Source: an optimization exercise on an open RTL-to-GDS flow (aim: small area). Production flows keep margins and buffers that such runs may drop.
Function was checked by simulation only, so behaviour that the tests miss may differ from the original.
Power and IR drop assume default switching activity.

==> design/flow/design.v <==
module com_store_buffer #(
    parameter int COM_ENTRY_SIZE = 192,
    parameter int DEPTH          = 8,
    parameter int PTR_W          = 3
) (
    input  logic                      CLK,
    input  logic                      RESET,
    input  logic                      FREEZE,
    input  logic [COM_ENTRY_SIZE-1:0] com_entry,
    input  logic                      dmem_ack,
    input  logic [31:0]               fwd_addr,
    input  logic                      debug,
    output logic                      dmem_req,
    output logic [31:0]               dmem_addr,
    output logic [31:0]               dmem_wdata,
    output logic                      fwd_hit,
    output logic [31:0]               fwd_data,
    output logic                      flush_fCOM,
    output logic                      sb_empty,
    output logic [31:0]               commit_count
);
    localparam int QD = DEPTH - 1;
    logic [PTR_W-1:0] qcnt;           
    logic [31:0]      addr_q [QD];
    logic [31:0]      data_q [QD];
    logic [31:0] inst;
    logic [31:0] pc4;
    logic [31:0] st_data;
    logic [31:0] st_addr;
    logic        mem_write;
    logic        valid;
    logic        accept;
    logic        push;
    logic        load;
    logic        unused_bits;
    assign inst      = com_entry[31:0];
    assign pc4       = com_entry[63:32];
    assign st_data   = com_entry[95:64];
    assign st_addr   = com_entry[127:96];
    assign mem_write = com_entry[133];
    assign unused_bits = ^{com_entry[COM_ENTRY_SIZE-1:134],
                           com_entry[132:128], pc4, debug};
    assign valid      = (inst != 32'd0);
    assign flush_fCOM = dmem_req & (qcnt == PTR_W'(QD));
    assign accept     = valid & ~FREEZE & ~flush_fCOM;
    assign push       = accept & mem_write;
    assign load       = (qcnt != '0) & (~dmem_req | dmem_ack);
    assign sb_empty   = (qcnt == '0) & ~dmem_req;
    always_ff @(posedge CLK) begin
        if (push) begin
            addr_q[0] <= st_addr;
            data_q[0] <= st_data;
            for (int i = 1; i < QD; i++) begin
                addr_q[i] <= addr_q[i-1];
                data_q[i] <= data_q[i-1];
            end
        end
    end
    logic [QD-1:0] head;
    always_comb
        for (int i = 0; i < QD; i++) head[i] = (qcnt == PTR_W'(i + 1));
    logic [31:0] head_addr;
    logic [31:0] head_data;
    always_comb begin
        head_addr = '0;
        head_data = '0;
        for (int i = 0; i < QD; i++) begin
            head_addr = head_addr | ({32{head[i]}} & addr_q[i]);
            head_data = head_data | ({32{head[i]}} & data_q[i]);
        end
    end
    logic [31:0] cc_next;
    always_comb begin
        logic c;
        c = accept;
        for (int i = 0; i < 32; i++) begin
            cc_next[i] = commit_count[i] ^ c;
            c          = commit_count[i] & c;
        end
    end
    always_ff @(posedge CLK or negedge RESET) begin
        if (!RESET) begin
            qcnt         <= '0;
            dmem_req     <= 1'b0;
            dmem_addr    <= '0;
            dmem_wdata   <= '0;
            commit_count <= '0;
        end else begin
            if (push & ~load) qcnt <= qcnt + 1'b1;
            else if (load & ~push) qcnt <= qcnt - 1'b1;
            dmem_req <= (qcnt != '0) | (dmem_req & ~dmem_ack);
            if (load) begin
                dmem_addr  <= head_addr;
                dmem_wdata <= head_data;
            end
            commit_count <= cc_next;
        end
    end
    logic [DEPTH-1:0] match;
    logic [DEPTH-1:0] first;
    logic [31:0]      cand [DEPTH];
    always_comb begin
        logic seen;
        for (int i = 0; i < QD; i++) begin
            match[i] = (PTR_W'(i) < qcnt) && (addr_q[i] == fwd_addr);
            cand[i]  = data_q[i];
        end
        match[QD] = dmem_req && (dmem_addr == fwd_addr);
        cand[QD]  = dmem_wdata;
        seen = 1'b0;
        for (int i = 0; i < DEPTH; i++) begin
            first[i] = match[i] & ~seen;
            seen     = seen | match[i];
        end
        fwd_hit  = seen;
        fwd_data = '0;
        for (int i = 0; i < DEPTH; i++)
            fwd_data = fwd_data | ({32{first[i]}} & cand[i]);
    end
endmodule
==> design/flow/flow/run.sh <==
#!/bin/bash
set -euo pipefail
here=$(pwd)
export MY_ABC_SCRIPT=$here/flow/abc_area.script
export BUFFER_PORTS_ARGS="-buffer_cell sky130_fd_sc_hd__buf_1"
export CTS_ARGS="-sink_clustering_enable -repair_clock_nets -dont_use_dummy_load -buf_list {sky130_fd_sc_hd__clkbuf_4 sky130_fd_sc_hd__clkbuf_8} -sink_clustering_size 16 -sink_clustering_max_diameter 60"
# standard.sh with its synthesis script replaced by flow/synth.tcl
sed "s|SYNTH_SCRIPT=[^ ]*|SYNTH_SCRIPT=$here/flow/synth.tcl|" standard.sh > my_standard.sh
grep -q "SYNTH_SCRIPT=$here/flow/synth.tcl" my_standard.sh
bash my_standard.sh finish > $here/make_finish.log 2>&1
==> design/flow/flow/abc_area.script <==
&get -n
&st
&dch -f
&nf -R 1000
&st
&dch -f
&nf -R 1000
&put
==> design/flow/flow/synth.tcl <==
# The standard synthesis script, with abc given an area-oriented
# mapping script in place of ORFS's delay-oriented one. Everything before
# abc (and so every register and its name) is the same as the standard run.
proc synth {args} { yosys synth -nofsm -noshare {*}$args }
proc abc {args} {
  set i [lsearch -exact $args -script]
  if {$i >= 0} {
    set args [lreplace $args [expr {$i + 1}] [expr {$i + 1}] $::env(MY_ABC_SCRIPT)]
  }
  yosys abc {*}$args
}
source $::env(SCRIPTS_DIR)/synth.tcl
# left out here: clear keep_hierarchy, flatten, clean up, hide names made inside functions, write 1_2_yosys.v
==> design/flow/standard.sh <==
#!/bin/bash
# synth_recipe.tcl (not shown) runs the flow's synth.tcl, then flattens the netlist and writes it again
# the make line also repeats each setting of config.mk as NAME=value (left out here)
make -C /OpenROAD-flow-scripts/flow DESIGN_CONFIG=/design/flow/config.mk WORK_HOME=/design/flow/orfs CLKGATE_MAP_FILE= SYNTH_SCRIPT=/design/flow/synth_recipe.tcl "${@:-finish}"
==> design/flow/config.mk <==
export PLATFORM = sky130hd
export DESIGN_NAME = com_store_buffer
export DESIGN_NICKNAME = com_store_buffer
export VERILOG_FILES = /design/flow/design.v
export SDC_FILE = /design/flow/constraint.sdc
export NUM_CORES = 4
export LEC_CHECK = 0
export CAP_MARGIN = 20
export CORE_MARGIN = 2
export CORE_UTILIZATION = 50
export SLEW_MARGIN = 20
==> design/flow/constraint.sdc <==
create_clock -name core_clock -period 8.0 [get_ports {CLK}]
set_input_delay 1.6000 -clock core_clock [delete_from_list [all_inputs] [get_ports {CLK}]]
set_output_delay 1.6000 -clock core_clock [all_outputs]
set_load 0.01 [all_outputs]
==> Implementation_results.wiki, run 1 <==
{| class="wikitable"
! Metric !! Value
|-
| Count of nets left with antenna violations after detail routing || 0
|-
| Worst slew margin relative to its limit || 23.2%
|-
| Count of flip-flops with a built-in enable after synthesis || 448
|-
| Yosys warnings || 4
|-
| Slew @ Worst Pin || 1150 ps
|-
| Worst supply voltage drop on vdd || 0.257 mV
|-
| Global-route wire length before repair || 121000 um
|-
| Chip width || 219 um
|-
| Startpoint types || input pin
|-
| Fin crit period || 7490 ps
|-
| Biggest area consumer among synthesized cells || sky130_fd_sc_hd__edfxtp_1
|-
| Number of antenna violations at the first check in global routing || 6
|-
| Routed vias || 18016
|-
| Top-level port count || 361
|-
| Status || no timing/DRC/antenna violations
|-
| GRT Total Usage || 35.3%
|-
| Worst path bufs/invs || 1
|-
| Beginning of the worst register-to-register path || qcnt[0]
|-
| Layout net count || 2162
|-
| Logic gate share of total power || 28.3%
|-
| Fill cell instance count of the final layout || 3715
|-
| Leftover overflow at the end of global routing || 0
|-
| Detailed-route wire length || 85400 um
|-
| Cell count after synthesis || 1533
|-
| Pre-CTS WS || -285 ps
|-
| Core Rows || 78
|-
| Start-to-end type of the worst setup path || in -> reg
|-
| Number of slew-limit violations in the final report || 0
|-
| Initial Utilization || 50.8%
|-
| Final worst-path cycle share || 93.6%
|-
| Net switching component of the power || 2740 uW
|-
| Min setup slack post-route || 509 ps
|-
| Placed cells || 2450
|-
| Reg power frac || 53.2%
|-
| Min-Delay Path Class || reg -> reg
|-
| Maximum number of pins on one net before global-route repair || 206
|-
| Fraction of final layout cells sized beyond drive strength 1 || 6.02%
|-
| TritonCTS sink count || 548
|-
| Vias in the first global route || 17083
|-
| Reported leakage power || 0.00862 uW
|-
| Data arrival, critical path || 8050 ps
|-
| Routed WL per cell || 34.3 um
|-
| Most frequent cells after synthesis || 448 x sky130_fd_sc_hd__edfxtp_1, 122 x sky130_fd_sc_hd__clkinv_1, 108 x sky130_fd_sc_hd__a221oi_1, 106 x sky130_fd_sc_hd__a222oi_1, 100 x sky130_fd_sc_hd__dfrtp_1
|-
| Kind of cell adding the most delay to the critical path || adder cells
|-
| Seq/Total Area, Yosys || 68.9%
|-
| Library cell with the highest instance count after synthesis || sky130_fd_sc_hd__edfxtp_1
|-
| CTS tree || done
|-
| Average cell area after synthesis || 15.1 sq um
|-
| Area of the multi-input gates || 6790 sq um
|-
| Total number of H-tree levels || 2
|-
| Clock buffer count from CTS || 43
|-
| Most frequent cell on the critical path || sky130_fd_sc_hd__ha_1
|-
| Data required time of the worst path || 8550 ps
|-
| Layout Skew || 52.1 ps
|-
| Peak per-stage delay on the critical path || 300 ps
|-
| Share of synthesized flip-flops with an asynchronous set or reset || 18.2%
|-
| HPWL Detailed || 57200 um
|-
| Die Area || 48000 sq um
|-
| Hold Path Origin || commit_count[31]
|-
| Quantity of I/O buffers inserted on ports || 264
|-
| Synth top area cells || sky130_fd_sc_hd__edfxtp_1 58%, sky130_fd_sc_hd__dfrtp_1 11%, sky130_fd_sc_hd__a222oi_1 4.6%
|-
| First-pass iteration count of the detailed router || 10
|-
| Share of Yosys cell area claimed by the top area cell type || 58.1%
|-
| Fmax || 0.133 GHz
|-
| Via density || 7.22
|-
| Total standard cell area after synthesis || 23100 sq um
|-
| Number of hold violations in the final report || 0
|-
| Highest fanout seen on the critical path || 2
|-
| Area used by sequential logic in the layout || 16000 sq um
|-
| Synth-to-Final Area Change || 12.6%
|-
| Unique cell type count in the Yosys netlist || 36
|-
| Clock Tree Root || sky130_fd_sc_hd__clkbuf_8
|-
| Worst-Skew Late Latency || 660 ps
|-
| Clk buf depth || 3
|-
| Post-Layout Inst Area || 26100 sq um
|-
| Power density of the placed cells || 285 nW/um^2
|-
| Cell area reported after detailed placement || 25500 sq um
|-
| Violation count after the first detailed-routing iteration || 3267
|-
| Post-cts hold buffer count || 0
|-
| Synthesis-stage register bit count || 548
|-
| Critical path startpoint || com_entry[9]
|-
| Sort of element at the end of the critical path || flop
|-
| Clock power frac || 18.5%
|-
| RSZ-0062 raised after global routing || false
|-
| CP max stage cell || sky130_fd_sc_hd__nor4_1
|-
| Final routed DRC violation total || 0
|-
| Core region area || 45600 sq um
|-
| Syn Nets || 1800
|-
| Sw frac || 36.8%
|-
| Synth Flop Type || sky130_fd_sc_hd__edfxtp_1
|-
| Die boundary height || 219 um
|-
| Non-filler instance count after layout || 2494
|-
| Maxcap violations || 0
|-
| Int Pwr || 4700 uW
|-
| CTS clock-pin slew for the worst setup and hold paths || 90 ps
|-
| # setup viols final || 0
|-
| RePlAce Congestion || 1.01
|}
## worst reg2reg max path: cells and delay by family (launching register included)
| kind | cells | cell delay (ps) |
|---|---|---|
| and+or+nand+nor | 2 | 240 |
| adders and majority gates | 33 | 6000 |
| xor gates and xnor gates | 1 | 160 |
| DFF | 1 | 610 |
## final cells by class
cell class,count,share of cell area [%]
antenna,1,0.00960
multi-input combinational,863,26.1
timing repair buffer,317,5.82
tap,600,2.88
clock buffer,43,2.27
inverter,122,1.76
sequential,548,61.2
## power groups by stage
stage / clock (uW) / sequential (uW) / combinational (uW)
6_report: 1380 / 3960 / 2110
5_1_grt: 1480 / 3980 / 2230
4_1_cts: 1390 / 3940 / 2060
3_5_place_dp: 0 / 4000 / 2060
2_1_floorplan: 0 / 3950 / 1110
3_3_place_gp: 0 / 3980 / 2050
## final timing paths
| kind | end | slack, ps | cells past startpoint |
|---|---|---|---|
| setup / recovery | commit_count[31] | 510 | 37 |
| hold / removal | commit_count[31] | 470 | 1 |
| setup reg to reg | commit_count[31] | 900 | 36 |
| hold reg to reg | commit_count[31] | 470 | 1 |
| max in group asynchronous | dmem_wdata[12] | 5510 | 2 |
| min in group asynchronous | dmem_addr[9] | 1090 | 1 |
## routing by layer
metal  vias to the layer above  share of wire (%)  global-route usage (%)
li1                       7326                  -                       -
met1                      8979                 38                    49.7
met2                      1455                 45                    53.9
met3                       248                 12                    6.58
met4                         8                4.9                    15.5
met5                         -              0.071                       0
## per-stage QoR
stage	hold WS, ps	util, %	setup TNS (ps)	total power [uW]
CTS	471	57.2	0	7390
finish	467	57.2	0	7440
detailed placement	457	55.9	-537	6060
floorplan	448	-	0	5060
global placement	457	55.9	-161	6030
global route	477	57.2	0	7700
## logic make-up after synthesis
| group | after synthesis | synth area share, % |
|---|---|---|
| fa+ha+maj | 38 | 2.05 |
| flops | 548 | 68.9 |
| compound gates | 556 | 19.6 |
| xor+xnor | 94 | 3.56 |
| buf+inv | 122 | 1.98 |
| simple gates | 175 | 3.85 |
## sequential cells by signal, indices dropped and copies added, names as in the netlist
signal and count:
dmem_req 1, dmem_addr 32, dmem_wdata 32, qcnt 3, data_q 224, addr_q 224, commit_count 32
## cell usage in the layout (no fill, tap or decap), types with 4 or more instances in the layout
master,count
sky130_fd_sc_hd__edfxtp_1,448
sky130_fd_sc_hd__buf_1,263
sky130_fd_sc_hd__clkinv_1,121
sky130_fd_sc_hd__a221oi_1,108
sky130_fd_sc_hd__a222oi_1,106
sky130_fd_sc_hd__dfrtp_1,100
sky130_fd_sc_hd__xor2_1,74
sky130_fd_sc_hd__a221o_1,68
sky130_fd_sc_hd__a22oi_1,67
sky130_fd_sc_hd__o22ai_1,65
sky130_fd_sc_hd__nor2_1,52
sky130_fd_sc_hd__a31oi_1,50
sky130_fd_sc_hd__clkbuf_8,43
sky130_fd_sc_hd__buf_4,43
sky130_fd_sc_hd__o21ai_0,41
sky130_fd_sc_hd__ha_1,37
sky130_fd_sc_hd__nor4_1,25
sky130_fd_sc_hd__nand4_1,23
sky130_fd_sc_hd__xnor2_1,20
sky130_fd_sc_hd__nand2_1,18
sky130_fd_sc_hd__nor3_1,15
sky130_fd_sc_hd__o2bb2ai_1,12
sky130_fd_sc_hd__a32oi_1,12
sky130_fd_sc_hd__nand3_1,11
sky130_fd_sc_hd__buf_12,10
sky130_fd_sc_hd__a22o_1,8
sky130_fd_sc_hd__a21o_1,7
sky130_fd_sc_hd__o221ai_1,4
## what timing repair did
| action | 4_1_cts | 5_1_grt |
|---|---|---|
| gates resized for setup | 0 | 2 |
| endpoints found under the setup margin | 0 | 1 |
| buffers inserted | 0 | 0 |
==> inputs of run 2 (changes only) <==
--- a/design/flow/flow/run.sh
+++ b/design/flow/flow/run.sh
@@ -5,2 +5,3 @@
 export BUFFER_PORTS_ARGS="-buffer_cell sky130_fd_sc_hd__buf_1"
+export RECOVER_POWER=100
 export CTS_ARGS="-sink_clustering_enable -repair_clock_nets -dont_use_dummy_load -buf_list {sky130_fd_sc_hd__clkbuf_4 sky130_fd_sc_hd__clkbuf_8} -sink_clustering_size 16 -sink_clustering_max_diameter 60"
--- a/design/flow/config.mk
+++ b/design/flow/config.mk
@@ -7,5 +7,5 @@
 export LEC_CHECK = 0
-export CAP_MARGIN = 20
+export CAP_MARGIN = 10
 export CORE_MARGIN = 2
 export CORE_UTILIZATION = 50
-export SLEW_MARGIN = 20
+export SLEW_MARGIN = 10
==> run 2 against run 1 <==
Compared with the run above: hold slack hardly changed; synthesized cell count unchanged; critical path depth shrank 18; die area unchanged; sequential share of layout area grew 0.17 points; total power is 0.30% higher; sequential power about the same; combinational power about the same; non-clock buffer count unchanged; synthesized area unchanged; now fails the layout checks on capacitance limit, slew limit; global-route usage did not move.
==> Implementation_results.wiki, run 2 <==
{| class="wikitable"
! Metric !! Value
|-
| Status || failed layout checks
|-
| Violated Checks || capacitance limit, slew limit
|-
| RePlAce Congestion || 1.01 (unchanged)
|-
| Worst slew margin relative to its limit || -154% (-180 points)
|-
| Post-cts hold buffer count || 0 (unchanged)
|-
| Maximum number of pins on one net before global-route repair || 206 (unchanged)
|-
| Terminating pin of the worst hold path || commit_count[31]
|-
| RSZ-0062 raised after global routing || false
|-
| Leftover overflow at the end of global routing || 0 (unchanged)
|-
| Sort of element at the end of the critical path || output port
|-
| HPWL Detailed || 57200 um (unchanged)
|-
| Clk buf depth || 3 (unchanged)
|-
| Non-filler instance count after layout || 2494 (unchanged)
|-
| Number of slew-limit violations in the final report || 699 (+699)
|-
| Beginning of the worst register-to-register path || qcnt[0]
|-
| Most frequent cells after synthesis || 448 x sky130_fd_sc_hd__edfxtp_1, 122 x sky130_fd_sc_hd__clkinv_1, 108 x sky130_fd_sc_hd__a221oi_1, 106 x sky130_fd_sc_hd__a222oi_1, 100 x sky130_fd_sc_hd__dfrtp_1
|-
| CP cell instances || clkbuf_1 > clkinv_1 > o22ai_1 > nor4_1 > and3_1 > nand4_1 > nor4_1 > clkbuf_1 > nand4_1 > nand2_1 > nor2b_1 > nor2b_1 > nor2b_1 > clkinv_1 > nor2_1 > buf_12 > a221o_1 > a221o_1 > buf_1
|-
| Initial Utilization || 50.8% (unchanged)
|-
| GRT Total Usage || 35.3% (unchanged)
|-
| CP max stage cell || sky130_fd_sc_hd__nor2_1
|-
| Number of antenna violations at the first check in global routing || 6 (unchanged)
|-
| Post-synthesis adder-cell area fraction || 2.05% (unchanged)
|-
| First-pass iteration count of the detailed router || 8 (-2)
|-
| Routed WL per cell || 34.3 um (about the same)
|-
| Slew @ Worst Pin || 3810 ps (+2660 ps)
|-
| Synthesis-stage register bit count || 548 (unchanged)
|-
| Highest fanout seen on the critical path || 19 (+17)
|-
| Simple logic cell fraction of the synthesized area || 3.85% (unchanged)
|-
| Cell count after synthesis || 1533 (unchanged)
|-
| Synth-to-Final Area Change || 12.3%
|-
| Via density || 7.24 (+0.29%)
|-
| Worst-Skew Late Latency || 670 ps (about the same)
|-
| Min-Delay Path Class || reg -> reg
|-
| Clock Tree Root || sky130_fd_sc_hd__clkbuf_8
|-
| Xor/xnor share of the synthesized area || 3.56% (unchanged)
|-
| Worst path bufs/invs || 6 (+5)
|-
| Proportion of synthesized area in mux cells || 0% (unchanged)
|-
| Yosys warnings || 4 (unchanged)
|-
| Commonest non-fill, non-tap cell in the layout || sky130_fd_sc_hd__edfxtp_1
|-
| Layout net count || 2162 (unchanged)
|-
| Count of nets left with antenna violations after detail routing || 0 (unchanged)
|-
| Seq/Total Area, Yosys || 68.9% (unchanged)
|-
| Post-Layout Inst Area || 26000 sq um (-0.28%)
|-
| Hold-critical path depth || 1 (unchanged)
|-
| Cells on worst reg2reg path || 36 (unchanged)
|-
| Library cell with the highest instance count after synthesis || sky130_fd_sc_hd__edfxtp_1
|-
| Most frequent cell on the critical path || sky130_fd_sc_hd__nor2b_1
|-
| Core Rows || 78 (unchanged)
|-
| Placed cells || 2450 (unchanged)
|-
| Startpoint types || input pin
|-
| Violation count after the first detailed-routing iteration || 3348 (+2.5%)
|-
| Layout Skew || 51.4 ps (-0.711 ps)
|-
| Biggest area consumer among synthesized cells || sky130_fd_sc_hd__edfxtp_1
|-
| Maxcap violations || 11 (+11)
|-
| Synth top area cells || sky130_fd_sc_hd__edfxtp_1 58%, sky130_fd_sc_hd__dfrtp_1 11%, sky130_fd_sc_hd__a222oi_1 4.6%
|-
| Pre-CTS WS || -285 ps (unchanged)
|-
| Reported leakage power || 0.00858 uW (-0.48%)
|-
| Die boundary height || 219 um (unchanged)
|-
| Peak per-stage delay on the critical path || 710 ps (+410 ps)
|-
| Clock buffer count from CTS || 43 (unchanged)
|-
| TritonCTS sink count || 548 (unchanged)
|-
| Total Neg Setup Slack || 0 ps (unchanged)
|-
| Unique cell type count in the Yosys netlist || 36 (unchanged)
|-
| Registers with the highest flip-flop counts || addr_q (224), data_q (224)
|-
| Synth Flop Type || sky130_fd_sc_hd__edfxtp_1
|-
| Fin crit period || 7560 ps (+72.1 ps)
|-
| Kind of cell adding the most delay to the critical path || simple AND/OR/NAND/NOR gates
|-
| Combinational family with the most area after synthesis || compound AO/OA/AOI/OAI gates
|-
| Total standard cell area after synthesis || 23100 sq um (unchanged)
|-
| Final routed DRC violation total || 0 (unchanged)
|-
| Hold Path Origin || commit_count[31]
|-
| Fill cell instance count of the final layout || 3726 (+0.30%)
|-
| Min setup slack post-route || 437 ps (-72.1 ps)
|-
| Final worst-path cycle share || 94.5% (+0.90 points)
|-
| Die Area || 48000 sq um (unchanged)
|-
| Count of flip-flops with a built-in enable after synthesis || 448 (unchanged)
|-
| CTS clock-pin slew for the worst setup and hold paths || 90 ps (about the same)
|-
| Cell area reported after detailed placement || 25500 sq um (unchanged)
|-
| Share of synthesized flip-flops with an asynchronous set or reset || 18.2% (unchanged)
|-
| Fmax || 0.132 GHz (-0.95%)
|-
| Core region area || 45600 sq um (unchanged)
|-
| Global-route wire length before repair || 121000 um (unchanged)
|-
| Total number of H-tree levels || 2 (unchanged)
|-
| Data required time of the worst path || 6400 ps (-2150 ps)
|-
| Start-to-end type of the worst setup path || in -> out
|-
| Routed vias || 18069 (+0.29%)
|-
| Data arrival, critical path || 5960 ps (-2090 ps)
|-
| Power density of the placed cells || 287 nW/um^2 (+0.58%)
|-
| Number of buffers inserted to repair setup after CTS || 0 (unchanged)
|-
| Commonest non-fill, non-tap cells in the layout || 448 x sky130_fd_sc_hd__edfxtp_1, 262 x sky130_fd_sc_hd__buf_1, 121 x sky130_fd_sc_hd__clkinv_1
|-
| Share of Yosys cell area claimed by the top area cell type || 58.1% (unchanged)
|-
| Chip width || 219 um (unchanged)
|-
| # setup viols final || 0 (unchanged)
|-
| Syn Nets || 1800 (unchanged)
|-
| Top-level port count || 361 (unchanged)
|-
| Quantity of I/O buffers inserted on ports || 264 (unchanged)
|-
| Worst supply voltage drop on vdd || 0.235 mV (-8.2%)
|-
| Number of hold violations in the final report || 0 (unchanged)
|-
| Critical R2R Capture || commit_count[31]
|-
| Fraction of final layout cells sized beyond drive strength 1 || 5.34% (-0.69 points)
|-
| Vias in the first global route || 17083 (unchanged)
|-
| CTS tree || done
|-
| Detailed-route wire length || 85500 um (about the same)
|-
| Internal reg-to-reg setup slack || 920 ps (+20 ps)
|-
| Synthesized-area fraction occupied by ao, oa, aoi and oai cells || 19.6% (unchanged)
|-
| Average cell area after synthesis || 15.1 sq um (unchanged)
|}
run 2: routing by layer:
metal	part of all wire (%)	routed length, um	up-vias	GRT usage, %
met5	0.071	61	-	0
met3	11	9820	235	6.58
met1	38	32900	9088	49.7
li1	-	-	7318	-
met4	4.7	4030	8	15.5
met2	45	38700	1420	53.9
run 2: power breakdown:
group | internal [uW] | total, uW | leakage (uW) | switching, uW
combinational | 681 | 2110 | 0.00285 | 1430
clock | 483 | 1380 | 0.000309 | 895
sequential | 3560 | 3970 | 0.00543 | 412
total | 4730 | 7460 | 0.00858 | 2740
run 2: through the flow:
step	util, %	hold slack, ps	total power, uW
2_1_floorplan	-	448	5060
3_3_place_gp	55.9	457	6030
3_5_place_dp	55.9	457	6060
4_1_cts	57.2	471	7390
5_1_grt	57.0	477	7720
6_report	57.0	467	7460
run 2: how the worst max path moves through the flow:
stage                  start               end  slack (ps)  depth (start not counted)
2_1_floorplan        qcnt[0]  commit_count[31]         180                         36
3_3_place_gp   com_entry[29]  commit_count[31]        -120                         37
3_5_place_dp   com_entry[25]  commit_count[31]        -290                         37
4_1_cts        com_entry[25]  commit_count[31]         400                         37
5_1_grt        com_entry[26]  commit_count[31]           6                         37
6_report        fwd_addr[23]      fwd_data[30]         440                         19
run 2: kinds of logic after synthesis:
kind of cell    after synthesis
buf+inv                     122
compound gates              556
simple gates                175
fa+ha+maj                    38
flops                       548
xor+xnor                     94
run 2: worst reg2reg max path, delay by kind of cell, from the launching register on:
kind / cells / cell delay [ps]
and+or+nand+nor: 2 / 240
DFF: 1 / 610
adders and majority gates: 33 / 5990
xor gates and xnor gates: 1 / 160
run 2: layout make-up:
cell class                      count  area [sq um]  area share (%)
Sequential cell                   548         16000            61.4
Multi-Input combinational cell    863          6780            26.1
Timing Repair Buffer              317          1460            5.62
Tap cell                          600           751            2.89
Clock buffer                       43           592            2.28
Inverter                          122           458            1.76
Antenna cell                        1          2.50         0.00963
run 2: what timing repair did:
| item | in CTS | in global routing |
|---|---|---|
| resized for setup | 0 | 2 |
| hold endpoints to repair | 0 | 0 |
| setup endpoints to repair | 0 | 1 |
==> inputs of run 3 (changes only) <==
--- a/design/flow/flow/run.sh
+++ b/design/flow/flow/run.sh
@@ -5,3 +5,2 @@
 export BUFFER_PORTS_ARGS="-buffer_cell sky130_fd_sc_hd__buf_1"
-export RECOVER_POWER=100
 export CTS_ARGS="-sink_clustering_enable -repair_clock_nets -dont_use_dummy_load -buf_list {sky130_fd_sc_hd__clkbuf_4 sky130_fd_sc_hd__clkbuf_8} -sink_clustering_size 16 -sink_clustering_max_diameter 60"
--- a/design/flow/config.mk
+++ b/design/flow/config.mk
@@ -7,5 +7,6 @@
 export LEC_CHECK = 0
-export CAP_MARGIN = 10
+export CAP_MARGIN = 20
 export CORE_MARGIN = 2
-export CORE_UTILIZATION = 50
-export SLEW_MARGIN = 10
+export CORE_UTILIZATION = 55
+export PLACE_DENSITY = 0.72
+export SLEW_MARGIN = 20
==> run 3 against run 2 <==
Compared with the run above: the run now finishes clean; clock-buffer cell count is 1 higher; clock skew is 35 ps higher; hold slack worse by 16 ps; global-route usage is 1.5 points higher; setup slack worse by 71 ps; largest cell class unchanged; highest routed layer unchanged.
==> Implementation_results.wiki, run 3 <==
{| class="wikitable"
! Metric !! Value
|-
| Status || no timing/DRC/antenna violations
|-
| Synthesis-stage register bit count || 548 (unchanged)
|-
| CTS tree || done
|-
| Average cell area after synthesis || 15.1 sq um (unchanged)
|-
| Fmax || 0.131 GHz (-0.93%)
|-
| Startpoint types || input pin
|-
| Slew @ Worst Pin || 1120 ps (-2700 ps)
|-
| Clk buf depth || 3 (unchanged)
|-
| Core region area || 41800 sq um (-8.4%)
|-
| Highest fanout seen on the critical path || 2 (-17)
|-
| Initial Utilization || 55.4% (+4.6 points)
|-
| Commonest non-fill, non-tap cell in the layout || sky130_fd_sc_hd__edfxtp_1
|-
| Cells on worst reg2reg path || 36 (unchanged)
|-
| Clock Tree Root || sky130_fd_sc_hd__clkbuf_8
|-
| Hold Path Origin || data_q[5][3]
|-
| Number of buffers inserted to repair setup after CTS || 0 (unchanged)
|-
| Seq/Total Area, Yosys || 68.9% (unchanged)
|-
| Critical R2R Capture || commit_count[31]
|-
| Global-route wire length before repair || 117000 um (-3.3%)
|-
| Final routed DRC violation total || 0 (unchanged)
|-
| Core Rows || 75 (-3.8%)
|-
| Count of nets left with antenna violations after detail routing || 0 (unchanged)
|-
| Sort of element at the end of the critical path || flop
|-
| RSZ-0062 raised after global routing || false
|-
| Reported leakage power || 0.00858 uW (about the same)
|-
| Die Area || 43700 sq um (-8.9%)
|-
| Number of hold violations in the final report || 0 (unchanged)
|-
| Chip width || 209 um (-4.6%)
|-
| Layout net count || 2157 (-0.23%)
|-
| Power density of the placed cells || 286 nW/um^2 (-0.53%)
|-
| Share of Yosys cell area claimed by the top area cell type || 58.1% (unchanged)
|-
| Clock buffer count from CTS || 44 (+2.3%)
|-
| Maximum number of pins on one net before global-route repair || 191 (-7.3%)
|-
| First-pass iteration count of the detailed router || 13 (+5)
|-
| Synth Flop Type || sky130_fd_sc_hd__edfxtp_1
|-
| Data required time of the worst path || 8480 ps (+2080 ps)
|-
| Maxcap violations || 0 (-11)
|-
| Quantity of I/O buffers inserted on ports || 264 (unchanged)
|-
| Final worst-path cycle share || 95.4% (+0.89 points)
|-
| Start-to-end type of the worst setup path || in -> reg
|-
| Worst supply voltage drop on vdd || 0.191 mV (-19%)
|-
| Peak per-stage delay on the critical path || 290 ps (-420 ps)
|-
| Fin crit period || 7630 ps (+71.0 ps)
|-
| Hold-critical path depth || 0 (-1)
|-
| Data arrival, critical path || 8110 ps (+2150 ps)
|-
| Number of gates given a new drive strength after cts || 0 (unchanged)
|-
| Beginning of the worst register-to-register path || qcnt[0]
|-
| Worst slew margin relative to its limit || 25.5% (+180 points)
|-
| Cell count after synthesis || 1533 (unchanged)
|-
| Worst-Skew Late Latency || 690 ps (+20 ps)
|-
| # setup viols final || 0 (unchanged)
|-
| Synth-to-Final Area Change || 11.8%
|-
| Total standard cell area after synthesis || 23100 sq um (unchanged)
|-
| Vias in the first global route || 17338 (+1.5%)
|-
| RePlAce Congestion || 1.06 (+5.5%)
|-
| PnR Total Power || 7390 uW (-0.99%)
|-
| Die boundary height || 209 um (-4.6%)
|-
| Most frequent cell on the critical path || sky130_fd_sc_hd__ha_1
|-
| Commonest non-fill, non-tap cells in the layout || 448 x sky130_fd_sc_hd__edfxtp_1, 263 x sky130_fd_sc_hd__buf_1, 121 x sky130_fd_sc_hd__clkinv_1
|-
| HPWL Detailed || 53700 um (-6.0%)
|-
| Total number of H-tree levels || 2 (unchanged)
|-
| Layout Skew || 86.2 ps (+34.8 ps)
|-
| Synth top area cells || sky130_fd_sc_hd__edfxtp_1 58%, sky130_fd_sc_hd__dfrtp_1 11%, sky130_fd_sc_hd__a222oi_1 4.6%
|-
| Via density || 7.33 (+1.1%)
|-
| Registers with the highest flip-flop counts || addr_q (224), data_q (224)
|-
| CTS clock-pin slew for the worst setup and hold paths || 100 ps (about the same)
|-
| Number of slew-limit violations in the final report || 0 (-100%)
|-
| TritonCTS sink count || 548 (unchanged)
|-
| Leftover overflow at the end of global routing || 0 (unchanged)
|-
| Yosys warnings || 4 (unchanged)
|-
| Number of antenna violations at the first check in global routing || 4 (-2)
|-
| Most frequent cells after synthesis || 448 x sky130_fd_sc_hd__edfxtp_1, 122 x sky130_fd_sc_hd__clkinv_1, 108 x sky130_fd_sc_hd__a221oi_1, 106 x sky130_fd_sc_hd__a222oi_1, 100 x sky130_fd_sc_hd__dfrtp_1
|-
| GRT Total Usage || 36.7% (+1.5 points)
|-
| Share of synthesized flip-flops with an asynchronous set or reset || 18.2% (unchanged)
|-
| Unique cell type count in the Yosys netlist || 36 (unchanged)
|-
| Post-cts hold buffer count || 0 (unchanged)
|-
| Biggest area consumer among synthesized cells || sky130_fd_sc_hd__edfxtp_1
|-
| Internal reg-to-reg setup slack || 830 ps (-90 ps)
|-
| Syn Nets || 1800 (unchanged)
|-
| Violation count after the first detailed-routing iteration || 3327 (-0.63%)
|-
| Library cell with the highest instance count after synthesis || sky130_fd_sc_hd__edfxtp_1
|-
| Fraction of final layout cells sized beyond drive strength 1 || 5.67% (+0.33 points)
|-
| Routed WL per cell || 33.4 um (-2.7%)
|-
| Detailed-route wire length || 81000 um (-5.2%)
|-
| Total Neg Setup Slack || 0 ps (unchanged)
|-
| CP max stage cell || sky130_fd_sc_hd__nor4_1
|-
| Count of flip-flops with a built-in enable after synthesis || 448 (unchanged)
|-
| Top-level port count || 361 (unchanged)
|-
| Routed vias || 17794 (-1.5%)
|-
| Terminating pin of the worst hold path || data_q[6][3]
|-
| Min-Delay Path Class || reg -> reg
|}
run 3: layout make-up:
cell class,count,area [sq um]
Inverter,122,458
Tap cell,539,674
Antenna cell,2,5.00
Sequential cell,548,16000
Multi-Input combinational cell,863,6780
Fill cell,3218,15900
Clock buffer,44,606
Timing Repair Buffer,311,1400
run 3: routing by layer:
metal	routed length (um)	global-route usage, %
met1	29400	50.5
met2	36600	55.9
met3	10600	9.18
met4	4340	16.5
met5	40	0
run 3: how the worst max path moves through the flow:
stage,slack [ps],from,to
global placement,-130,com_entry[17],commit_count[31]
detailed placement,-280,com_entry[17],commit_count[31]
floorplan,180,qcnt[0],commit_count[31]
finish,370,com_entry[17],commit_count[31]
global route,10,com_entry[17],commit_count[31]
CTS,360,com_entry[17],commit_count[31]
run 3: logic make-up after synthesis:
logic type	Yosys count	synth area share (%)
AOI/OAI and AO/OA	556	19.6
DFF	548	68.9
and+or+nand+nor	175	3.85
buffers and inverters	122	1.98
xor gates and xnor gates	94	3.56
adders and majority gates	38	2.05
run 3: per-stage QoR:
stage | instances | hold slack, ps | cell area [sq um] | setup slack [ps] | utilization, %
final | 2429 | 451 | 25900 | 366 | 62.0
after global routing | 2428 | 467 | 25900 | 12.8 | 62.0
after CTS | 2427 | 455 | 25900 | 356 | 62.0
after detailed placement | 2383 | 452 | 25300 | -280 | 60.5
after global placement | 2383 | 451 | 25300 | -128 | 60.5
after floorplan | 1533 | 448 | 23100 | 181 | -
run 3: critical path: cells and delay by family:
| family | cells | cell delay (ps) |
|---|---|---|
| adders and majority gates | 31 | 5620 |
| and+or+nand+nor | 4 | 670 |
| xor gates and xnor gates | 1 | 160 |
| buffers and inverters | 1 | 70 |
run 3: report_power, final:
part | switching, uW | internal (uW) | total [uW] | leakage [uW]
logic | 1380 | 673 | 2060 | 0.00284
registers | 417 | 3540 | 3960 | 0.00543
clock network | 881 | 493 | 1370 | 0.000316
total | 2680 | 4710 | 7390 | 0.00858
==> inputs of run 4 (changes only) <==
--- a/design/flow/design.v
+++ b/design/flow/design.v
@@ -58,15 +58,15 @@
     end
-    logic [QD-1:0] head;
-    always_comb
-        for (int i = 0; i < QD; i++) head[i] = (qcnt == PTR_W'(i + 1));
+    logic [DEPTH-1:0] hsel;
+    always_comb begin
+        for (int i = 0; i < QD; i++) hsel[i] = load & (qcnt == PTR_W'(i + 1));
+        hsel[QD] = ~load;
+    end
     logic [31:0] head_addr;
     logic [31:0] head_data;
-    always_comb begin
-        head_addr = '0;
-        head_data = '0;
-        for (int i = 0; i < QD; i++) begin
-            head_addr = head_addr | ({32{head[i]}} & addr_q[i]);
-            head_data = head_data | ({32{head[i]}} & data_q[i]);
-        end
-    end
+    csb_aosel8 u_nxt_addr (.s(hsel), .d0(addr_q[0]), .d1(addr_q[1]), .d2(addr_q[2]),
+                           .d3(addr_q[3]), .d4(addr_q[4]), .d5(addr_q[5]),
+                           .d6(addr_q[6]), .d7(dmem_addr), .y(head_addr));
+    csb_aosel8 u_nxt_data (.s(hsel), .d0(data_q[0]), .d1(data_q[1]), .d2(data_q[2]),
+                           .d3(data_q[3]), .d4(data_q[4]), .d5(data_q[5]),
+                           .d6(data_q[6]), .d7(dmem_wdata), .y(head_data));
     logic [31:0] cc_next;
@@ -91,6 +91,4 @@
             dmem_req <= (qcnt != '0) | (dmem_req & ~dmem_ack);
-            if (load) begin
-                dmem_addr  <= head_addr;
-                dmem_wdata <= head_data;
-            end
+            dmem_addr  <= head_addr;
+            dmem_wdata <= head_data;
             commit_count <= cc_next;
@@ -100,11 +98,7 @@
     logic [DEPTH-1:0] first;
-    logic [31:0]      cand [DEPTH];
     always_comb begin
         logic seen;
-        for (int i = 0; i < QD; i++) begin
+        for (int i = 0; i < QD; i++)
             match[i] = (PTR_W'(i) < qcnt) && (addr_q[i] == fwd_addr);
-            cand[i]  = data_q[i];
-        end
         match[QD] = dmem_req && (dmem_addr == fwd_addr);
-        cand[QD]  = dmem_wdata;
         seen = 1'b0;
@@ -114,7 +108,40 @@
         end
-        fwd_hit  = seen;
-        fwd_data = '0;
-        for (int i = 0; i < DEPTH; i++)
-            fwd_data = fwd_data | ({32{first[i]}} & cand[i]);
+        fwd_hit = seen;
+    end
+    csb_aosel8 u_fwd (.s(first), .d0(data_q[0]), .d1(data_q[1]), .d2(data_q[2]),
+                      .d3(data_q[3]), .d4(data_q[4]), .d5(data_q[5]),
+                      .d6(data_q[6]), .d7(dmem_wdata), .y(fwd_data));
+endmodule
+module csb_aosel8 (
+    input  logic [7:0]  s,
+    input  logic [31:0] d0, d1, d2, d3, d4, d5, d6, d7,
+    output logic [31:0] y
+);
+    for (genvar b = 0; b < 32; b++) begin : g_bit
+        logic n0, n1, n2;
+        csb_a222oi u_n0 (.A1(s[0]), .A2(d0[b]), .B1(s[1]), .B2(d1[b]),
+                         .C1(s[2]), .C2(d2[b]), .Y(n0));
+        csb_a222oi u_n1 (.A1(s[3]), .A2(d3[b]), .B1(s[4]), .B2(d4[b]),
+                         .C1(s[5]), .C2(d5[b]), .Y(n1));
+        csb_a22oi  u_n2 (.A1(s[6]), .A2(d6[b]), .B1(s[7]), .B2(d7[b]), .Y(n2));
+        csb_nand3  u_y  (.A(n0), .B(n1), .C(n2), .Y(y[b]));
     end
 endmodule
+module csb_a222oi (
+    input  logic A1, A2, B1, B2, C1, C2,
+    output logic Y
+);
+    assign Y = ~((A1 & A2) | (B1 & B2) | (C1 & C2));
+endmodule
+module csb_a22oi (
+    input  logic A1, A2, B1, B2,
+    output logic Y
+);
+    assign Y = ~((A1 & A2) | (B1 & B2));
+endmodule
+module csb_nand3 (
+    input  logic A, B, C,
+    output logic Y
+);
+    assign Y = ~(A & B & C);
+endmodule
--- a/design/flow/flow/synth.tcl
+++ b/design/flow/flow/synth.tcl
@@ -1,5 +1,18 @@
 # The standard synthesis script, with abc given an area-oriented
-# mapping script in place of ORFS's delay-oriented one. Everything before
-# abc (and so every register and its name) is the same as the standard run.
-proc synth {args} { yosys synth -nofsm -noshare {*}$args }
+# mapping script in place of ORFS's delay-oriented one, and the csb_*
+# gate modules of the RTL mapped to their library cells. Every register
+# and its name is the same as in the standard run.
+# The RTL writes a few and-or-invert gates as modules csb_<cell>; they are
+# given the matching library cell here, before the design is flattened, so
+# abc does not remap them. Their function is the cell's.
+set ::csb_mapped 0
+proc synth {args} {
+  if {!$::csb_mapped} {
+    set ::csb_mapped 1
+    foreach cell {a222oi a22oi nand3} {
+      yosys chtype -map csb_$cell sky130_fd_sc_hd__${cell}_1
+    }
+  }
+  yosys synth -nofsm -noshare {*}$args
+}
 proc abc {args} {
==> run 4 against run 3 <==
Compared with the run above: wire length down 2.2%; non-clock buffer count down 2; core utilization up 0.44 points; critical path type unchanged; critical endpoint unchanged; largest cell class unchanged; highest routed layer unchanged.
==> Implementation_results.wiki, run 4 <==
{| class="wikitable"
! Metric !! Value
|-
| Status || no timing/DRC/antenna violations
|-
| Min-Delay Path Class || reg -> reg
|-
| First-pass iteration count of the detailed router || 13 (unchanged)
|-
| Number of hold violations in the final report || 0 (unchanged)
|-
| GRT Total Usage || 36.1% (-0.67 points)
|-
| Fraction of final layout cells sized beyond drive strength 1 || 6.08% (+0.41 points)
|-
| Highest fanout seen on the critical path || 2 (unchanged)
|-
| Startpoint types || input pin
|-
| Internal reg-to-reg setup slack || 1110 ps (+280 ps)
|-
| Slew @ Worst Pin || 1290 ps (+172 ps)
|-
| Share of synthesized flip-flops with an asynchronous set or reset || 18.2% (unchanged)
|-
| Hold-critical path depth || 0 (unchanged)
|-
| Cell count after synthesis || 1441 (-6.0%)
|-
| Start-to-end type of the worst setup path || in -> reg
|-
| Worst slew margin relative to its limit || 14.1% (-11 points)
|-
| Total number of H-tree levels || 2 (unchanged)
|-
| Registers with the highest flip-flop counts || addr_q (224), data_q (224)
|-
| Synth top area cells || sky130_fd_sc_hd__edfxtp_1 59%, sky130_fd_sc_hd__dfrtp_1 11%, sky130_fd_sc_hd__a222oi_1 8.5%
|-
| Maximum number of pins on one net before global-route repair || 189 (-1.0%)
|-
| Data required time of the worst path || 8490 ps (about the same)
|-
| Power density of the placed cells || 272 nW/um^2 (-4.8%)
|-
| Core region area || 40800 sq um (-2.2%)
|-
| Post-cts hold buffer count || 0 (unchanged)
|-
| Quantity of I/O buffers inserted on ports || 264 (unchanged)
|-
| HPWL Detailed || 51700 um (-3.8%)
|-
| Top-level port count || 361 (unchanged)
|-
| Synthesis-stage register bit count || 548 (unchanged)
|-
| Reported leakage power || 0.00868 uW (+1.2%)
|-
| Detailed-route wire length || 79200 um (-2.2%)
|-
| Most frequent cell on the critical path || sky130_fd_sc_hd__ha_1
|-
| Layout Skew || 80.8 ps (-5.40 ps)
|-
| Syn Nets || 1708 (-5.1%)
|-
| Terminating pin of the worst hold path || data_q[5][10]
|-
| Number of slew-limit violations in the final report || 0 (unchanged)
|-
| CTS tree || done
|-
| Number of gates given a new drive strength after cts || 0 (unchanged)
|-
| Commonest non-fill, non-tap cell in the layout || sky130_fd_sc_hd__edfxtp_1
|-
| CP max stage cell || sky130_fd_sc_hd__nor4_1
|-
| Clock Tree Root || sky130_fd_sc_hd__clkbuf_8
|-
| Worst-Skew Late Latency || 690 ps (about the same)
|-
| Chip width || 207 um (-0.89%)
|-
| Routed WL per cell || 34.0 um (+2.0%)
|-
| Worst-case hold slack || 461 ps (+9.52 ps)
|-
| Fmax || 0.132 GHz (+1.1%)
|-
| Most frequent cells after synthesis || 448 x sky130_fd_sc_hd__edfxtp_1, 194 x sky130_fd_sc_hd__a222oi_1, 112 x sky130_fd_sc_hd__a22oi_1, 110 x sky130_fd_sc_hd__nand3_1, 100 x sky130_fd_sc_hd__dfrtp_1
|-
| Core Rows || 74 (-1.3%)
|-
| Final worst-path cycle share || 94.4% (-1.0 points)
|-
| Routed vias || 17460 (-1.9%)
|-
| Hold Path Origin || data_q[4][10]
|-
| Clock buffer count from CTS || 44 (unchanged)
|-
| Total standard cell area after synthesis || 22700 sq um (-1.8%)
|-
| Cell area reported after detailed placement || 24900 sq um (-1.6%)
|-
| Average cell area after synthesis || 15.8 sq um (+4.5%)
|-
| Beginning of the worst register-to-register path || qcnt[2]
|-
| CTS clock-pin slew for the worst setup and hold paths || 100 ps (about the same)
|-
| Clk buf depth || 3 (unchanged)
|-
| Initial Utilization || 55.7% (+0.24 points)
|-
| Die boundary height || 207 um (-0.89%)
|-
| Critical R2R Capture || commit_count[31]
|-
| Seq/Total Area, Yosys || 70.2% (+1.3 points)
|-
| Via density || 7.50 (+2.4%)
|-
| Commonest non-fill, non-tap cells in the layout || 448 x sky130_fd_sc_hd__edfxtp_1, 263 x sky130_fd_sc_hd__buf_1, 194 x sky130_fd_sc_hd__a222oi_1
|-
| Fin crit period || 7550 ps (-82.3 ps)
|-
| Unique cell type count in the Yosys netlist || 34 (-5.6%)
|-
| # setup viols final || 0 (unchanged)
|-
| Count of flip-flops with a built-in enable after synthesis || 448 (unchanged)
|-
| Synth Flop Type || sky130_fd_sc_hd__edfxtp_1
|-
| Final routed DRC violation total || 0 (unchanged)
|-
| Violation count after the first detailed-routing iteration || 3488 (+4.8%)
|-
| Number of buffers inserted to repair setup after CTS || 0 (unchanged)
|-
| Count of nets left with antenna violations after detail routing || 0 (unchanged)
|-
| Layout net count || 2063 (-4.4%)
|-
| Sort of element at the end of the critical path || flop
|-
| RSZ-0062 raised after global routing || false
|-
| Data arrival, critical path || 8040 ps (-70 ps)
|-
| Biggest area consumer among synthesized cells || sky130_fd_sc_hd__edfxtp_1
|-
| TritonCTS sink count || 548 (unchanged)
|-
| Peak per-stage delay on the critical path || 280 ps (about the same)
|-
| Share of Yosys cell area claimed by the top area cell type || 59.2% (+1.1 points)
|-
| RePlAce Congestion || 1.02 (-4.0%)
|-
| Global-route wire length before repair || 114000 um (-2.2%)
|-
| Yosys warnings || 5 (+1)
|-
| Leftover overflow at the end of global routing || 0 (unchanged)
|-
| Post-Layout Inst Area || 25500 sq um (-1.5%)
|-
| Cells on worst reg2reg path || 36 (unchanged)
|-
| Vias in the first global route || 16539 (-4.6%)
|-
| Library cell with the highest instance count after synthesis || sky130_fd_sc_hd__edfxtp_1
|-
| Number of antenna violations at the first check in global routing || 4 (unchanged)
|-
| Worst supply voltage drop on vdd || 0.178 mV (-6.9%)
|-
| Die Area || 43000 sq um (-1.8%)
|-
| Synth-to-Final Area Change || 12.1%
|-
| Maxcap violations || 0 (unchanged)
|}
==> run 4: changes by cell type in the layout (fill, tap and decap cells not counted), moves of 12 or more <==
cell                       change
sky130_fd_sc_hd__nand3_1      +99
sky130_fd_sc_hd__a222oi_1     +88
sky130_fd_sc_hd__a221o_1      -68
sky130_fd_sc_hd__a221oi_1     -65
sky130_fd_sc_hd__a31oi_1      -50
sky130_fd_sc_hd__a22oi_1      +45
sky130_fd_sc_hd__clkinv_1     -45
sky130_fd_sc_hd__nor2_1       -41
sky130_fd_sc_hd__o21ai_0      -37
sky130_fd_sc_hd__o22ai_1      -15
sky130_fd_sc_hd__nand2_1      -13
sky130_fd_sc_hd__a32oi_1      -12
==> run 4: per-stage QoR <==
step / std cells / total power (uW) / setup slack (ps) / utilization, % / setup TNS (ps)
4_1_cts: 2326 / 6880 / 345 / 62.4 / 0
3_5_place_dp: 2282 / 5550 / -278 / 60.9 / -499
5_1_grt: 2327 / 7160 / 12.5 / 62.4 / 0
3_3_place_gp: 2282 / 5510 / -191 / 60.9 / -310
6_report: 2328 / 6930 / 448 / 62.4 / 0
2_1_floorplan: 1441 / 4760 / 240 / - / 0
==> run 4: layout make-up <==
type / count / area, sq um
multi-input combinational: 817 / 6570
clock buffer: 44 / 606
tap: 532 / 666
fill: 3104 / 15300
inverter: 76 / 285
antenna: 2 / 5.00
sequential: 548 / 16000
timing repair buffer: 309 / 1400
==> run 4: worst max-delay path: cells and delay by family <==
| kind | cells | cell delay [ps] |
|---|---|---|
| xor gates and xnor gates | 1 | 160 |
| adders and majority gates | 31 | 5550 |
| buffers and inverters | 1 | 100 |
| and+or+nand+nor | 4 | 610 |
==> run 4: logic make-up after synthesis <==
group / share of synthesized area [%]
flip-flops: 70.2
AND/OR/NAND/NOR: 5.35
adder cells (fa/ha/maj): 2.09
XOR/XNOR: 4.24
buffers and inverters: 1.26
AO/OA/AOI/OAI: 16.9
==> run 4: per-layer routing <==
| layer | up-vias | track usage, % | part of all wire (%) |
|---|---|---|---|
| met5 | - | 0 | 0.010 |
| met4 | 2 | 15.0 | 4.5 |
| met3 | 187 | 7.02 | 13 |
| met2 | 1546 | 55.4 | 46 |
| met1 | 8684 | 51.0 | 37 |
| li1 | 7041 | - | - |
==> run 4: how the worst max path moves through the flow <==
stage               cells past startpoint                to  slack (ps)           from
finish                                 37  commit_count[31]         450   com_entry[7]
global route                           37  commit_count[31]          10  com_entry[23]
CTS                                    37  commit_count[31]         340   com_entry[3]
detailed placement                     37  commit_count[31]        -280   com_entry[3]
global placement                       37  commit_count[31]        -190   com_entry[3]
floorplan                               5      dmem_addr[0]         240       dmem_ack
==> run 4: power breakdown <==
part | internal (uW) | switching (uW) | total, uW
sequential | 3530 | 394 | 3930
clock | 493 | 887 | 1380
combinational | 537 | 1080 | 1620
==> inputs of run 5 (changes only) <==
--- a/design/flow/design.v
+++ b/design/flow/design.v
@@ -72,2 +72,4 @@
     logic [31:0] cc_next;
+    logic        cc_c16;
+    assign cc_c16 = accept & (&commit_count[15:0]);
     always_comb begin
@@ -75,3 +77,8 @@
         c = accept;
-        for (int i = 0; i < 32; i++) begin
+        for (int i = 0; i < 16; i++) begin
+            cc_next[i] = commit_count[i] ^ c;
+            c          = commit_count[i] & c;
+        end
+        c = cc_c16;
+        for (int i = 16; i < 32; i++) begin
             cc_next[i] = commit_count[i] ^ c;
==> run 5 against run 4 <==
Compared with the run above: sequential share of layout area grew 0.083 points; clock skew rose by 23 ps; die area rose by 0.11%; highest routed layer unchanged.
==> Implementation_results.wiki, run 5 <==
{| class="wikitable"
! Metric !! Value
|-
| Critical R2R Capture || commit_count[15]
|-
| Total Neg Setup Slack || 0 ps (unchanged)
|-
| GRT Total Usage || 34.9% (-1.2 points)
|-
| Min-Delay Path Class || reg -> reg
|-
| Commonest non-fill, non-tap cell in the layout || sky130_fd_sc_hd__edfxtp_1
|-
| Syn Nets || 1709 (+0.059%)
|-
| Share of Yosys cell area claimed by the top area cell type || 59.1% (-0.065 points)
|-
| Average cell area after synthesis || 15.8 sq um (about the same)
|-
| Initial Utilization || 55.7% (+0.061 points)
|-
| Routed vias || 17325 (-0.77%)
|-
| Number of antenna violations at the first check in global routing || 3 (-1)
|-
| CTS clock-pin slew for the worst setup and hold paths || 100 ps (about the same)
|-
| Min setup slack post-route || 513 ps (+65.4 ps)
|-
| Number of slew-limit violations in the final report || 0 (unchanged)
|-
| Beginning of the worst register-to-register path || qcnt[2]
|-
| Number of hold violations in the final report || 0 (unchanged)
|-
| Kind of cell adding the most delay to the critical path || buffers and inverters
|-
| Die Area || 43000 sq um (+0.11%)
|-
| Biggest area consumer among synthesized cells || sky130_fd_sc_hd__edfxtp_1
|-
| Fin crit period || 7490 ps (-65.4 ps)
|-
| Worst path bufs/invs || 6 (+5)
|-
| Startpoint types || input pin
|-
| Vias in the first global route || 16580 (+0.25%)
|-
| Most frequent cells after synthesis || 448 x sky130_fd_sc_hd__edfxtp_1, 193 x sky130_fd_sc_hd__a222oi_1, 111 x sky130_fd_sc_hd__a22oi_1, 106 x sky130_fd_sc_hd__nand3_1, 100 x sky130_fd_sc_hd__dfrtp_1
|-
| Highest fanout seen on the critical path || 33 (+31)
|-
| Worst-Skew Late Latency || 680 ps (about the same)
|-
| Clk buf depth || 3 (unchanged)
|-
| Layout net count || 2059 (-0.19%)
|-
| CP cell instances || buf_1 > clkinv_1 > a221oi_1 > buf_4 > nand4_1 > nor3_1 > nand4_1 > nor4_4 > buf_4 > nor2_2 > buf_4 > a222oi_1 > nand3_1 > buf_1
|-
| Pre-CTS WS || 729 ps (+1010 ps)
|-
| Unique cell type count in the Yosys netlist || 35 (+2.9%)
|-
| Clock buffer count from CTS || 44 (unchanged)
|-
| Yosys warnings || 5 (unchanged)
|-
| Maxcap violations || 0 (unchanged)
|-
| Status || no timing/DRC/antenna violations
|-
| First-pass iteration count of the detailed router || 15 (+2)
|-
| Slew @ Worst Pin || 1140 ps (-150 ps)
|-
| Top-level port count || 361 (unchanged)
|-
| Data required time of the worst path || 6400 ps (-2090 ps)
|-
| Number of gates given a new drive strength after cts || 0 (unchanged)
|-
| Synthesis-stage register bit count || 548 (unchanged)
|-
| HPWL Detailed || 49900 um (-3.6%)
|-
| Maximum number of pins on one net before global-route repair || 167 (-12%)
|-
| Layout Skew || 104 ps (+23.1 ps)
|-
| Cell count after synthesis || 1443 (+0.14%)
|-
| Commonest non-fill, non-tap cells in the layout || 448 x sky130_fd_sc_hd__edfxtp_1, 263 x sky130_fd_sc_hd__buf_1, 193 x sky130_fd_sc_hd__a222oi_1
|-
| Reported leakage power || 0.00865 uW (-0.40%)
|-
| Chip width || 207 um (about the same)
|-
| Final routed DRC violation total || 0 (unchanged)
|-
| Final worst-path cycle share || 93.6% (-0.82 points)
|-
| Sort of element at the end of the critical path || output port
|-
| Worst supply voltage drop on vdd || 0.192 mV (+8.1%)
|-
| Power density of the placed cells || 271 nW/um^2 (-0.45%)
|-
| Number of buffers inserted to repair setup after CTS || 0 (unchanged)
|-
| Start-to-end type of the worst setup path || in -> out
|-
| Core region area || 40800 sq um (unchanged)
|-
| Die boundary height || 207 um (about the same)
|-
| Count of flip-flops with a built-in enable after synthesis || 448 (unchanged)
|-
| Data arrival, critical path || 5890 ps (-2150 ps)
|-
| Count of nets left with antenna violations after detail routing || 0 (unchanged)
|-
| Clock Tree Root || sky130_fd_sc_hd__clkbuf_8
|-
| Internal reg-to-reg setup slack || 3450 ps (+2340 ps)
|-
| Registers with the highest flip-flop counts || addr_q (224), data_q (224)
|-
| Global-route wire length before repair || 112000 um (-2.1%)
|-
| Critical Path Sink || fwd_data[25]
|-
| Most frequent cell on the critical path || sky130_fd_sc_hd__buf_4
|-
| Worst slew margin relative to its limit || 24.1% (+10 points)
|-
| Total number of H-tree levels || 2 (unchanged)
|-
| Leftover overflow at the end of global routing || 0 (unchanged)
|-
| Library cell with the highest instance count after synthesis || sky130_fd_sc_hd__edfxtp_1
|-
| RSZ-0062 raised after global routing || false
|-
| Synth-to-Final Area Change || 11.8%
|-
| Quantity of I/O buffers inserted on ports || 264 (unchanged)
|-
| Routed WL per cell || 33.0 um (-3.1%)
|-
| Seq/Total Area, Yosys || 70.1% (-0.077 points)
|-
| Fmax || 0.134 GHz (+0.87%)
|-
| CTS tree || done
|-
| Worst-case hold slack || 457 ps (-3.48 ps)
|-
| Peak per-stage delay on the critical path || 530 ps (+250 ps)
|-
| TritonCTS sink count || 548 (unchanged)
|-
| CP max stage cell || sky130_fd_sc_hd__clkinv_1
|-
| Violation count after the first detailed-routing iteration || 3631 (+4.1%)
|-
| Via density || 7.45 (-0.65%)
|-
| Critical path startpoint || fwd_addr[18]
|-
| Cells on worst reg2reg path || 21 (-42%)
|-
| RePlAce Congestion || 1.02 (+0.22%)
|-
| Fraction of final layout cells sized beyond drive strength 1 || 5.70% (-0.38 points)
|-
| Logic depth of the worst path, buffers included || 14 (-62%)
|-
| Post-cts hold buffer count || 0 (unchanged)
|-
| Core Rows || 74 (unchanged)
|-
| Synth Flop Type || sky130_fd_sc_hd__edfxtp_1
|-
| Total standard cell area after synthesis || 22800 sq um (+0.11%)
|-
| Detailed-route wire length || 76700 um (-3.2%)
|-
| # setup viols final || 0 (unchanged)
|-
| Share of synthesized flip-flops with an asynchronous set or reset || 18.2% (unchanged)
|-
| Synth top area cells || sky130_fd_sc_hd__edfxtp_1 59%, sky130_fd_sc_hd__dfrtp_1 11%, sky130_fd_sc_hd__a222oi_1 8.5%
|}
-- run 5: cell count changes after synthesis, moves of 4 or more --
cell / delta
sky130_fd_sc_hd__nand3_1: -4
sky130_fd_sc_hd__nor3_1: +4
sky130_fd_sc_hd__xor2_1: +4
sky130_fd_sc_hd__nand4b_1: -4
sky130_fd_sc_hd__nand4_1: +9
sky130_fd_sc_hd__a221oi_1: -6
sky130_fd_sc_hd__xnor2_1: +7
sky130_fd_sc_hd__nor2_1: -4
sky130_fd_sc_hd__clkinv_1: -4
-- run 5: how the worst min path moves through the flow --
stage / start / to / slack, ps / cells past startpoint
6_report: data_q[6][21] / dmem_wdata[21] / 460 / 2
5_1_grt: commit_count[31] / commit_count[31] / 490 / 1
4_1_cts: addr_q[5][8] / addr_q[6][8] / 460 / 0
3_5_place_dp: commit_count[31] / commit_count[31] / 460 / 1
3_3_place_gp: data_q[3][16] / data_q[4][16] / 450 / 0
2_1_floorplan: data_q[0][0] / data_q[1][0] / 450 / 0
-- run 5: kinds of logic (layout without fill, tap and decap cells) --
logic type	count (synthesis)	after routing	share of synthesized area, %
compound gates	437	437	16.6
xor+xnor	121	121	4.66
fa+ha+maj	37	37	2.03
buf+inv	72	420	1.19
flops	548	548	70.1
other cells	0	2	0
simple gates	228	228	5.43
-- run 5: worst min-delay path, delay by kind of cell, from the launching register on --
kind / cells / cell delay, ps
DFF: 1 / 350
AOI/OAI and AO/OA: 1 / 90
and+or+nand+nor: 1 / 80
-- run 5: final cells by class --
class,count,area (sq um)
diodes,2,5.00
flip-flops and latches,548,16000
repair buffers,304,1350
inverters,72,270
multi-input cells,823,6600
well taps,532,666
clock buffers,44,606
fillers,3101,15400
-- run 5: through the flow --
| step | instances | utilization [%] | cell area, sq um | power (uW) |
|---|---|---|---|---|
| after floorplan | 1443 | - | 22800 | 4770 |
| after global placement | 2278 | 60.8 | 24800 | 5480 |
| after detailed placement | 2279 | 60.8 | 24800 | 5520 |
| after CTS | 2323 | 62.3 | 25400 | 6870 |
| after global routing | 2324 | 62.3 | 25400 | 7130 |
| final | 2325 | 62.3 | 25400 | 6890 |
-- run 5: per-layer routing --
layer	routed length [um]	global-route usage, %	part of all wire [%]	vias to the layer above
li1	-	-	-	7031
met1	28700	50.4	37	8569
met2	34200	52.2	45	1524
met3	9950	6.17	13	199
met4	3830	15.9	5.0	2
met5	13	0	0.017	-
-- run 5: power by group --
| group | switching (uW) | internal, uW | total (uW) |
|---|---|---|---|
| Sequential | 425 | 3530 | 3950 |
| Clock | 867 | 493 | 1360 |
| Combinational | 1040 | 529 | 1570 |
| Total | 2330 | 4550 | 6890 |
==> inputs of run 6 (changes only) <==
--- a/design/flow/config.mk
+++ b/design/flow/config.mk
@@ -9,4 +9,4 @@
 export CORE_MARGIN = 2
-export CORE_UTILIZATION = 55
-export PLACE_DENSITY = 0.72
+export CORE_UTILIZATION = 62
+export PLACE_DENSITY = 0.8
 export SLEW_MARGIN = 20
==> run 6 against run 5 <==
Compared with the run above: still clean on timing, DRC and antenna; core utilization rose by 7.5 points; hold slack lost 37 ps; sequential power about the same; design area fell by 0.33%; sequential share of layout area increased by 0.21 points; non-clock buffer count fell by 3; fmax rose by 0.51%; synthesized cell count did not move; via count grew 0.58%; clock skew grew 11 ps; global-route usage is 4.8 points higher; critical path type unchanged; largest cell class unchanged.
==> Implementation_results.wiki, run 6 <==
{| class="wikitable"
! Metric !! Value
|-
| Fmax || 0.134 GHz (+0.51%)
|-
| Global-route wire length before repair || 111000 um (-0.93%)
|-
| Terminating pin of the worst hold path || addr_q[6][22]
|-
| Yosys warnings || 5 (unchanged)
|-
| Post-cts hold buffer count || 0 (unchanged)
|-
| Total standard cell area after synthesis || 22800 sq um (unchanged)
|-
| Layout Skew || 115 ps (+10.8 ps)
|-
| Sort of element at the end of the critical path || output port
|-
| Start-to-end type of the worst setup path || in -> out
|-
| Most frequent cells after synthesis || 448 x sky130_fd_sc_hd__edfxtp_1, 193 x sky130_fd_sc_hd__a222oi_1, 111 x sky130_fd_sc_hd__a22oi_1, 106 x sky130_fd_sc_hd__nand3_1, 100 x sky130_fd_sc_hd__dfrtp_1
|-
| Maximum number of pins on one net before global-route repair || 197 (+18%)
|-
| Beginning of the worst register-to-register path || qcnt[2]
|-
| Min-Delay Path Class || reg -> reg
|-
| Reg power frac || 57.4% (about the same)
|-
| Logic gate share of total power || 22.9% (about the same)
|-
| Number of diodes added for antenna fixing || 0 (-2)
|-
| Leftover overflow at the end of global routing || 0 (unchanged)
|-
| Data required time of the worst path || 6400 ps (about the same)
|-
| Fraction of final layout cells sized beyond drive strength 1 || 5.48% (-0.21 points)
|-
| Violation count after the first detailed-routing iteration || 3689 (+1.6%)
|-
| TritonCTS sink count || 548 (unchanged)
|-
| Number of gates given a new drive strength after cts || 0 (unchanged)
|-
| Power density of the placed cells || 272 nW/um^2 (+0.39%)
|-
| HPWL Detailed || 49500 um (-0.69%)
|-
| Syn Nets || 1709 (unchanged)
|-
| Via density || 7.73 (+3.7%)
|-
| Final routed DRC violation total || 0 (unchanged)
|-
| RePlAce Congestion || 1.05 (+2.9%)
|-
| Sw frac || 34.1% (+0.21 points)
|-
| Critical R2R Capture || commit_count[15]
|-
| Unique cell type count in the Yosys netlist || 35 (unchanged)
|-
| Status || no timing/DRC/antenna violations
|-
| Worst slew margin relative to its limit || 23.8% (-0.38 points)
|-
| Total Neg Setup Slack || 0 ps (unchanged)
|-
| Cell area reported after detailed placement || 24800 sq um (-0.28%)
|-
| Net switching component of the power || 2350 uW (+0.66%)
|-
| Detailed-route wire length || 76000 um (-0.90%)
|-
| Count of flip-flops with a built-in enable after synthesis || 448 (unchanged)
|-
| Worst-Skew Late Latency || 690 ps (about the same)
|-
| Cell count after synthesis || 1443 (unchanged)
|-
| Hold-critical path depth || 0 (-2)
|-
| Library cell with the highest instance count after synthesis || sky130_fd_sc_hd__edfxtp_1
|-
| Clock buffer count from CTS || 43 (-2.3%)
|-
| Final worst-path cycle share || 93.1% (-0.47 points)
|-
| Routed vias || 17426 (+0.58%)
|-
| Routed WL per cell || 33.7 um (+2.2%)
|-
| Die Area || 38200 sq um (-11%)
|-
| First-pass iteration count of the detailed router || 14 (-1)
|-
| Synth-to-Final Area Change || 11.5%
|-
| Data arrival, critical path || 5850 ps (-40 ps)
|-
| Number of hold violations in the final report || 0 (unchanged)
|-
| Biggest area consumer among synthesized cells || sky130_fd_sc_hd__edfxtp_1
|-
| Fin crit period || 7450 ps (-38.0 ps)
|-
| Number of slew-limit violations in the final report || 0 (unchanged)
|-
| CTS clock-pin slew for the worst setup and hold paths || 100 ps (about the same)
|-
| Worst supply voltage drop on vdd || 0.210 mV (+9.1%)
|-
| Number of buffers inserted to repair setup after CTS || 0 (unchanged)
|-
| Clock Tree Root || sky130_fd_sc_hd__clkbuf_8
|-
| Commonest non-fill, non-tap cell in the layout || sky130_fd_sc_hd__edfxtp_1
|-
| Share of Yosys cell area claimed by the top area cell type || 59.1% (unchanged)
|-
| # setup viols final || 0 (unchanged)
|-
| Top-level port count || 361 (unchanged)
|-
| Int Pwr || 4540 uW (-0.25%)
|-
| Highest fanout seen on the critical path || 33 (unchanged)
|-
| Synth top area cells || sky130_fd_sc_hd__edfxtp_1 59%, sky130_fd_sc_hd__dfrtp_1 11%, sky130_fd_sc_hd__a222oi_1 8.5%
|-
| Synthesis-stage register bit count || 548 (unchanged)
|-
| Clock power frac || 19.7% (about the same)
|-
| Reported leakage power || 0.00863 uW (-0.21%)
|-
| Internal reg-to-reg setup slack || 3400 ps (-50 ps)
|-
| Initial Utilization || 62.6% (+6.9 points)
|-
| Cells on worst reg2reg path || 21 (unchanged)
|}
-- run 6: area by class of cell --
cell class              count  area, sq um
clock buffers              43          592
flip-flops and latches    548        16000
well taps                 468          586
repair buffers            301         1360
inverters                  72          270
multi-input cells         823         6610
fillers                  2503        11000
-- run 6: cells by family (layout without fill, tap and decap cells) --
group | Yosys count | in the layout | share of synthesized area, %
AOI/OAI and AO/OA | 437 | 437 | 16.6
xor gates and xnor gates | 121 | 121 | 4.66
adders and majority gates | 37 | 37 | 2.03
buffers and inverters | 72 | 416 | 1.19
DFF | 548 | 548 | 70.1
and+or+nand+nor | 228 | 228 | 5.43
-- run 6: worst max-delay path by stage --
stage                      start  slack [ps]      endpoint
floorplan               dmem_ack         240  dmem_addr[0]
global route        fwd_addr[12]         380  fwd_data[22]
detailed placement  fwd_addr[24]         870   fwd_data[4]
finish              fwd_addr[12]         550  fwd_data[22]
CTS                 fwd_addr[24]         860   fwd_data[4]
global placement    fwd_addr[24]         930  fwd_data[21]
-- run 6: per-stage QoR --
stage / instances / hold slack [ps] / total power [uW] / util, % / worst slack (ps)
after CTS: 2255 / 423 / 6830 / 69.8 / 863
after floorplan: 1443 / 449 / 4770 / - / 240
after detailed placement: 2212 / 458 / 5520 / 68.1 / 868
final: 2255 / 420 / 6890 / 69.8 / 551
after global placement: 2211 / 449 / 5460 / 68.1 / 932
after global routing: 2255 / 464 / 7100 / 69.8 / 375
-- run 6: per-layer routing --
layer | track usage [%] | wire length [um]
met5 | 0 | 25
met4 | 19.2 | 4030
met3 | 9.97 | 11300
met2 | 59.1 | 34100
met1 | 55.6 | 26500
-- run 6: critical path: stages --
cell and delay, ps:
sky130_fd_sc_hd__buf_1 200, sky130_fd_sc_hd__clkinv_1 450, sky130_fd_sc_hd__a221oi_1 790, sky130_fd_sc_hd__nand4_1 280
sky130_fd_sc_hd__nor3_1 250, sky130_fd_sc_hd__nand4_1 260, sky130_fd_sc_hd__nor4_4 230, sky130_fd_sc_hd__buf_4 520
sky130_fd_sc_hd__nor2_2 80, sky130_fd_sc_hd__buf_4 320, sky130_fd_sc_hd__a222oi_1 480, sky130_fd_sc_hd__nand3_1 190
sky130_fd_sc_hd__buf_1 170
-- run 6: power groups by stage --
stage	Clock, uW	Sequential (uW)	Combinational (uW)
floorplan	0	3930	834
detailed placement	0	3990	1520
finish	1360	3960	1580
CTS	1360	3930	1530
global route	1450	3980	1670
global placement	0	3970	1490

Check on run 6: ideal ports give 0.551 ns setup slack; a clkbuf_16 on the clock port and buf_2 on the inputs give 0.519 ns; moving port delays by the midpoint clock arrival (0.691 ns) as well gives 0.519 ns.
